This design comes from an exercise in tuning for small area on the open sky130 flow, not from production work.
Function was checked by simulation only, so behaviour that the tests miss may differ from the original.
Power and IR drop assume default switching activity.

Setup of try-garnet:
==> flow/design.v <==
module r_debug_mw #(
   parameter int ADDR_BYTES  = 4,
   parameter int MAX_WORDS   = 16,
   parameter int TIMEOUT_CYC = 4096
) (
   input  logic        clk,
   input  logic        reset,
   output logic [63:0] O_TDATA,
   output logic        O_TVALID,
   output logic        O_TLAST,
   input  logic        O_TREADY,
   input  logic [63:0] I_TDATA,
   input  logic        I_TVALID,
   input  logic        I_TLAST,
   output logic        I_TREADY,
   output logic [7:0]  tx_data,
   output logic        tx_has_data,
   input  logic        tx_data_consume,
   input  logic [7:0]  rx_data,
   output logic        rx_has_space,
   input  logic        rx_data_produce,
   output logic        busy,
   output logic        err_sticky
);
   localparam logic [3:0] IDLE = 4'd0, CNT = 4'd1, ADDR = 4'd2, PAYLOAD = 4'd3,
                          MREQ = 4'd4, MRESP = 4'd5, TXDATA = 4'd6, TXACK = 4'd7, TXWAIT = 4'd8;
   logic [3:0]   state;
   logic [511:0] sb;           
   logic [31:2]  addr;
   logic [4:0]   n;            
   logic [1:0]   opc;          
   logic [5:0]   c;            
   logic [11:0]  tcnt;
   logic [3:0]   p;            
   logic         swap, zero, tmo, drain, tx_ld;
   logic         tx_sh, rx_ok, is_rd, is_wrs, is_fill, a, last_pay, acc, wr_en, cap, tx_free;
   logic [4:0]   e;
   logic [63:0]  beat;
   assign a            = addr[2];
   assign is_rd        = (opc == 2'b11);
   assign is_wrs       = (opc == 2'b10);
   assign is_fill      = (opc == 2'b01);
   assign rx_has_space = (state[3:2] == 2'b00);
   assign busy         = (state != IDLE);
   assign O_TVALID     = (state == MREQ);
   assign rx_ok        = rx_data_produce && rx_has_space;
   assign e            = n + {4'd0, a} + 5'd1;           
   assign last_pay     = (c[1:0] == 2'd3) && (is_fill || c[5:2] == e[3:0]);
   assign O_TLAST      = is_rd || (c[3:0] == e[4:1]);
   assign I_TREADY     = drain || (state == MRESP && (!is_rd || p[3]));
   assign acc          = I_TVALID && I_TREADY && !drain;
   assign wr_en        = (state == PAYLOAD) && rx_data_produce;
   assign cap          = (state == MRESP) && is_rd && acc;
   assign tx_free      = !tx_ld && !tx_has_data;
   assign tx_sh        = !p[3] && tx_free;
   logic        hsel;
   logic [7:0]  bsel;
   logic [63:0] header;
   assign hsel   = (c[3:0] == 4'd0);
   assign header = {{6'd0, is_rd, !is_rd}, {4'd0, e[4:1]}, {4'hF, {4{!a}}}, {{4{e[0]}}, 4'hF},
                    addr[31:3], 3'd0};
   always_comb begin
      for (int k = 0; k < 8; k++) bsel[k] = (c[2:0] == 3'(k)) && !hsel;
      O_TDATA = {64{hsel}} & header;
      for (int k = 0; k < 8; k++) O_TDATA = O_TDATA | ({64{bsel[k]}} & sb[64*k +: 64]);
   end
   logic [511:0] sb_in;
   always_comb
   begin
      for (int w = 0; w < 16; w++) sb_in[32*w +: 32] = {rx_data, sb[32*w+8 +: 24]};
      if (is_rd) sb_in[31:24] = sb[39:32];
   end
   always_ff @(posedge clk)
      for (int w = 0; w < 16; w++) begin
         if (w < 2 && cap)
            sb[32*w +: 32] <= I_TDATA[32*w +: 32];
         else if ((w < 2 && tx_sh) || (wr_en && (is_fill || c[5:2] == 4'(w))))
            sb[32*w +: 32] <= sb_in[32*w +: 32];
      end
   logic tz, tend;
   assign tz   = (tcnt[10:0] == 11'd0);
   assign tend = tz && tcnt[11];
   always_ff @(posedge clk) begin
      if (state == MRESP && !acc) begin
         if (!I_TVALID) tcnt <= {tcnt[10:0], tcnt[11] ^ tcnt[7] ^ tcnt[1] ^ tcnt[0] ^ tz};
      end else tcnt <= '0;
   end
   always_ff @(posedge clk) begin
      if (reset) begin
         state <= IDLE; p <= 4'b1000; tx_ld <= 1'b0; tx_has_data <= 1'b0;
         err_sticky <= 1'b0; drain <= 1'b0;
      end else begin
         tx_ld <= 1'b0;
         if (tx_ld) tx_has_data <= 1'b1;
         else if (tx_data_consume) tx_has_data <= 1'b0;
         if (!p[3] && tx_free) begin
            tx_data <= zero ? 8'd0 : swap ? sb[39:32] : sb[7:0];
            tx_ld   <= 1'b1;
            p       <= p + 4'd1;
         end
         if (drain && I_TVALID && I_TLAST) drain <= 1'b0;
         case (state)
            IDLE: begin
               tmo <= 1'b0;
               if (rx_ok) begin
                  opc <= {rx_data[1], rx_data[2] | !rx_data[0]};
                  if (rx_data == 8'h04) state <= TXACK;
                  else if (rx_data == 8'h01 || rx_data == 8'h02 || rx_data == 8'h03 || rx_data == 8'h05)
                     state <= CNT;
                  else begin tmo <= 1'b1; state <= TXACK; end
               end
            end
            CNT: if (rx_ok) begin
               n <= rx_data[4:0]; c <= '0;
               if (rx_data == 8'd0 || rx_data > 8'd16) begin tmo <= 1'b1; state <= TXACK; end
               else state <= ADDR;
            end
            ADDR: if (rx_ok) begin
               addr <= {rx_data, addr[31:10]};    
               c <= c + 6'd1;
               if (c[1:0] == 2'd3) begin
                  if (is_rd) begin c <= '0; state <= MREQ; end
                  else begin c <= {3'b001, addr[10], 2'b00}; state <= PAYLOAD; end
               end
            end
            PAYLOAD: if (rx_ok) begin
               c <= c + 6'd1;
               if (last_pay) begin c <= '0; state <= MREQ; end
            end
            MREQ: if (O_TREADY) begin
               if (O_TLAST) begin c <= {1'b0, n}; state <= MRESP; end
               else c <= c + 6'd1;
            end
            MRESP: begin
               if (acc) begin
                  if (is_rd) begin
                     zero <= 1'b0;
                     if (c == {1'b0, n} && a) begin
                        p <= 4'd4; swap <= 1'b1; c <= c - 6'd1;
                     end else if (c >= 6'd2) begin
                        p <= 4'd0; swap <= 1'b0; c <= c - 6'd2;
                     end else if (c != 6'd0) begin
                        p <= 4'd4; swap <= 1'b0; c <= '0;
                     end
                     if (I_TLAST) state <= TXDATA;
                  end else if (I_TLAST) begin
                     if (is_wrs) state <= TXACK;
                     else state <= IDLE;
                  end
               end else if (!I_TVALID && tend) begin
                  err_sticky <= 1'b1; drain <= 1'b1; tmo <= 1'b1;
                  if (is_rd) state <= TXDATA;
                  else if (is_wrs) state <= TXACK;
                  else state <= IDLE;
               end
            end
            TXDATA: if (p[3] && tx_free) begin
               if (c != 6'd0) begin
                  zero <= 1'b1; p <= 4'd4; c <= c - 6'd1;
               end else if (tmo) state <= TXACK;
               else state <= IDLE;
            end
            TXACK: if (tx_free) begin
               tx_data <= tmo ? 8'hEE : is_wrs ? 8'hAA : 8'hA5;
               tx_ld   <= 1'b1;
               if (tmo) err_sticky <= 1'b1;
               state   <= TXWAIT;
            end
            TXWAIT: if (tx_free) state <= IDLE;
            default: state <= IDLE;
         endcase
      end
   end
endmodule
Settings: LEC_CHECK=0, CAP_MARGIN=0, CORE_MARGIN=2, CORE_UTILIZATION=65, PLACE_DENSITY=0.75, SLEW_MARGIN=0; clock period 6.0 ns.
standard.sh (not shown) runs the stock make flow with config.mk's settings and CLKGATE_MAP_FILE= SYNTH_SCRIPT=/design/flow/synth_recipe.tcl, a recipe that flattens the netlist after the stock synthesis.
==> flow/flow/run.sh <==
#!/bin/bash
# Standard ORFS layout; port buffers use the smallest buffer and CTS skips dummy loads.
set -euo pipefail
export BUFFER_PORTS_ARGS="-buffer_cell sky130_fd_sc_hd__buf_1"
export CTS_ARGS="-sink_clustering_enable -repair_clock_nets -dont_use_dummy_load -sink_clustering_size 10 -sink_clustering_max_diameter 40 -buf_list sky130_fd_sc_hd__clkbuf_4"
bash standard.sh > standard.log 2>&1
Setup changes, try-garnet to try-yarrow
Settings: a change of PLACE_DENSITY from 0.75 to 0.85; a change of CORE_UTILIZATION from 65 to 75.
==> run summary <==
On die area: between try-yarrow and try-garnet, it ends up lower for try-yarrow.
Setup WNS try-garnet -> try-yarrow: better
Relative to try-garnet, the clock power share of try-yarrow is lower by 0.3 points.
Against try-garnet, try-yarrow comes in 1 lower on critical path depth.
## Diff of input files: try-violet against try-yarrow
Settings: a change of PLACE_DENSITY from 0.85 to 0.75; an added GPL_TIMING_DRIVEN of 0; a change of CORE_UTILIZATION from 75 to 65.
==> flow/flow/run.sh <==
#!/bin/bash
# Standard ORFS layout; port buffers use the smallest buffer and CTS skips dummy loads.
set -euo pipefail
export BUFFER_PORTS_ARGS="-buffer_cell sky130_fd_sc_hd__buf_1"
export CTS_ARGS="-sink_clustering_enable -repair_clock_nets -dont_use_dummy_load -sink_clustering_size 16 -sink_clustering_max_diameter 60 -buf_list sky130_fd_sc_hd__clkbuf_8"
bash standard.sh > standard.log 2>&1
--- outcome ---
Clock-buffer cell count came out lower on try-violet than on try-yarrow. try-violet ended with less total routing resource utilization after global routing than try-yarrow. Sort try-yarrow and try-violet by delay of the slowest critical-path stage desc -> top: try-yarrow. Going from try-yarrow to try-violet, smallest setup slack after layout shrinks by 0.49 ns. Area growth from synthesis to layout sits higher in try-violet than in try-yarrow.
Input changes introduced in try-juniper (baseline for comparison: try-violet):
==> flow/flow/run.sh <==
#!/bin/bash
# Standard ORFS layout; port buffers use the smallest buffer and CTS skips dummy loads.
set -euo pipefail
export BUFFER_PORTS_ARGS="-buffer_cell sky130_fd_sc_hd__buf_1"
export CTS_ARGS="-sink_clustering_enable -repair_clock_nets -dont_use_dummy_load -sink_clustering_size 10 -sink_clustering_max_diameter 40 -buf_list sky130_fd_sc_hd__clkbuf_4"
bash standard.sh > standard.log 2>&1
Results
- When try-juniper is measured against try-violet, its global-route wire length before repair turns out about 0.36% higher.
- For try-violet and try-juniper, there was not a single run that failed to finish clean.
- NOTE power try-violet->try-juniper decreased slightly
- What try-juniper reported for clock buffer count has to be multiplied by 0.59 to get the figure for try-violet.
- Sort try-violet and try-juniper by share of post-route cells with drive strength above 1 asc -> top: try-violet
- The filler cell count in the final layout in try-juniper sits 1.7% above the value recorded for try-violet.
- Highest signal layer in the routed design: met5 -> try-violet, met4 -> try-juniper
- Total internal power of try-juniper falls short of that of try-violet slightly.

==> afterwards: timing with drivers on the ports <==
The flow's constraints put no driver on any port. The routed layouts listed below were extracted and timed again, unchanged, in two steps.
Step 1, drivers: a clkbuf_16 drives clk and a buf_2 each remaining input, both assumed.
Step 2 adds t to the input delays and takes it off the output delays; t is the mean of the earliest and latest rising clock arrival at the registers after step 1. Input paths then give back, and output paths get back, about the clock's delay inside the block.
Three values: ideal, step 1, step 2; two values: the first two.
run	t, ns	setup WS [ns]	latest minus earliest clock arrival (ns)	worst slew at a driven data input, ns	cell pins on the clock port's net
try-garnet	0.788	0.292 / 0.245 / 1.034	0.111 / 0.111	0.05	1
try-yarrow	0.732	0.698 / 0.647 / 1.379	0.140 / 0.140	0.04	1
try-violet	0.661	0.211 / 0.160 / 0.822	0.095 / 0.095	0.04	1
try-juniper	0.791	0.177 / 0.125 / 0.916	0.078 / 0.078	0.04	1
After both steps every run listed still meets setup and hold.
